This is an optimization exercise on Yosys and OpenROAD, whose aim is small area, a short achievable clock period and few clock cycles, not a production implementation. Only simulation tests tie the RTL to the original design; equivalence was not proved. Power figures rest on the tool's default switching activity, not on a simulated workload.

Design voxel_ray_traversal_unit, start of the top module:
module voxel_ray_traversal_unit (
    input  wire logic        clk,
    input  wire logic        rst_n,
    input  wire logic        start,
    output logic             busy,
    input  wire logic        voxel_size_we,
    input  wire logic [4:0]  voxel_size,
    input  wire logic [15:0] start_x,
    input  wire logic [15:0] start_y,
    input  wire logic [15:0] start_z,
    input  wire logic [15:0] end_x,
    input  wire logic [15:0] end_y,
    input  wire logic [15:0] end_z,
    output logic             voxel_valid,
    output logic [7:0]       voxel_x,
    output logic [7:0]       voxel_y,
    output logic [7:0]       voxel_z,
    output logic             last_voxel_flag,
    output logic             truncated
);
    function automatic logic [16:0] rstep(input logic [16:0] x, input logic [15:0] dx,
                                          input logic cin);
        logic [17:0] m;
        m = {1'b0, x} + {2'b11, dx} + {17'd0, cin};
        rstep = m[17] ? {1'b0, x[15:0]} : {1'b1, m[15:0]};
    endfunction
    function automatic logic [5:0] istep(input logic [4:0] r, input logic b,
                                         input logic [4:0] v);
        logic [6:0] m;
        m = {1'b0, r, b} - {2'b00, v};
        istep = m[6] ? {1'b0, r[3:0], b} : {1'b1, m[4:0]};
    endfunction
    logic [4:0]  v;             
    logic        fe_idx, fe_rdy, fe_opl;
    logic [3:0]  fcnt;
    logic [7:0]  ncur  [3];     
    logic [7:0]  nendv [3];     
    logic [7:0]  nslo  [3];     
    logic [15:0] ndx   [3];     
    logic [15:0] ndxv  [3];     
    logic [2:0]  ndcin;
    logic [2:0]  nneg;
    logic [5:0]  ri_s  [3];     
    logic [4:0]  ri_e  [3];
    logic [2:0]  nsat_n;
    logic [2:0]  nsat_s;
    logic        dv_run, dv_full;
    logic [4:0]  dcnt;
    logic [15:0] dx    [3];
    logic [2:0]  dcin;
    logic [15:0] rn    [3];
    logic [15:0] rs    [3];
    logic [7:0]  slo   [3];
    logic [2:0]  sat_n;
    logic [2:0]  sat_s;
    logic [31:0] qn    [3];
    logic [31:0] qs    [3];
    logic        be_act, be_emit;
    logic [7:0]  cur   [3];
    logic [7:0]  endv  [3];
    logic [2:0]  neg;
    logic [31:0] tn    [3];
    logic [31:0] ts    [3];
    logic [2:0]  ovf;
    logic        valid_r, last_r, trunc_r, first;
    logic [5:0]  count;
    logic [15:0] s_in [3];
    logic [15:0] e_in [3];
  ...
Size: ~4800 cells after synthesis, ~820 flip-flops, ~130 I/O pins, roughly 48000 sq um of cells after synthesis.
export LEC_CHECK = 0
export CAP_MARGIN = 30
export CORE_MARGIN = 2
export CORE_UTILIZATION = 40
export CTS_CLUSTER_SIZE = 30
export SETUP_SLACK_MARGIN = 4.7
export SLEW_MARGIN = 30
export TNS_END_PERCENT = 5
create_clock -name core_clock -period 8.0 [get_ports {clk}]
standard.sh (not shown) runs the stock make flow with config.mk's settings and CLKGATE_MAP_FILE= SYNTH_SCRIPT=/design/flow/synth_recipe.tcl, a recipe that flattens the netlist after the stock synthesis.
==> flow/flow/run.sh <==
#!/bin/bash
# The standard layout (standard.sh), with the port buffers that
# buffer_ports inserts made as sky130_fd_sc_hd__buf_4 instead of the
# library's smallest buffer (a slow delay cell).  Every port is still
# buffered.  The full output goes to standard.log.
set -euo pipefail
export BUFFER_PORTS_ARGS="-buffer_cell sky130_fd_sc_hd__buf_4"
bash standard.sh > standard.log 2>&1
Testbench counts at the start, summed over its fixed seeds: cycles 14,518.
Next try:
--- a/flow/config.mk
+++ b/flow/config.mk
@@ -10,0 +11 @@
+export CTS_CLUSTER_DIAMETER = 100
=> Worst hold slack is better by 7.5 ps. Die area is unchanged. Synthesized cell count does not change. Cell count drops slightly. Setup slack is better by 5.4 ps. Utilization drops by 1.6 points. Wire length drops slightly.
Next try:
--- a/flow/config.mk
+++ b/flow/config.mk
@@ -11,2 +10,0 @@
-export CTS_CLUSTER_DIAMETER = 100
-export CTS_CLUSTER_SIZE = 30
After rerunning: The changed run went through all stages and came out clean. Power rose by a little under a tenth. Routed wire length grows slightly. Combinational power barely changes. Final cell count is higher slightly. Global-route usage rose by 0.20 points. Die area does not change. Clock skew falls by 23 ps. Via count went up slightly. Non-clock buffer count is lower by 9. Worst setup slack is worse by 5.4 ps.

==> separate check: timing with driven ports <==
How much do the figures lean on ideal ports? The routed layouts below were timed once more, with nothing changed but the port constraints.
Step 1 assumes that a clkbuf_16 drives the clock port and a buf_2 every other input.
Step 2 adds t to the input delays and takes it off the output delays; t is the mean of the earliest and latest rising clock arrival at the registers after step 1. Input paths then give back, and output paths get back, about the clock's delay inside the block.
Three values: ideal, step 1, step 2; two values: the first two.
run	t (ns)	slack for setup (ns)	latest minus earliest clock arrival (ns)
the first run	0.746	4.549 / 4.514 / 4.549	0.042 / 0.042
the second run	0.719	4.554 / 4.485 / 4.554	0.064 / 0.065
the third run	0.746	4.549 / 4.514 / 4.549	0.042 / 0.042
After both steps every run listed still meets setup and hold.
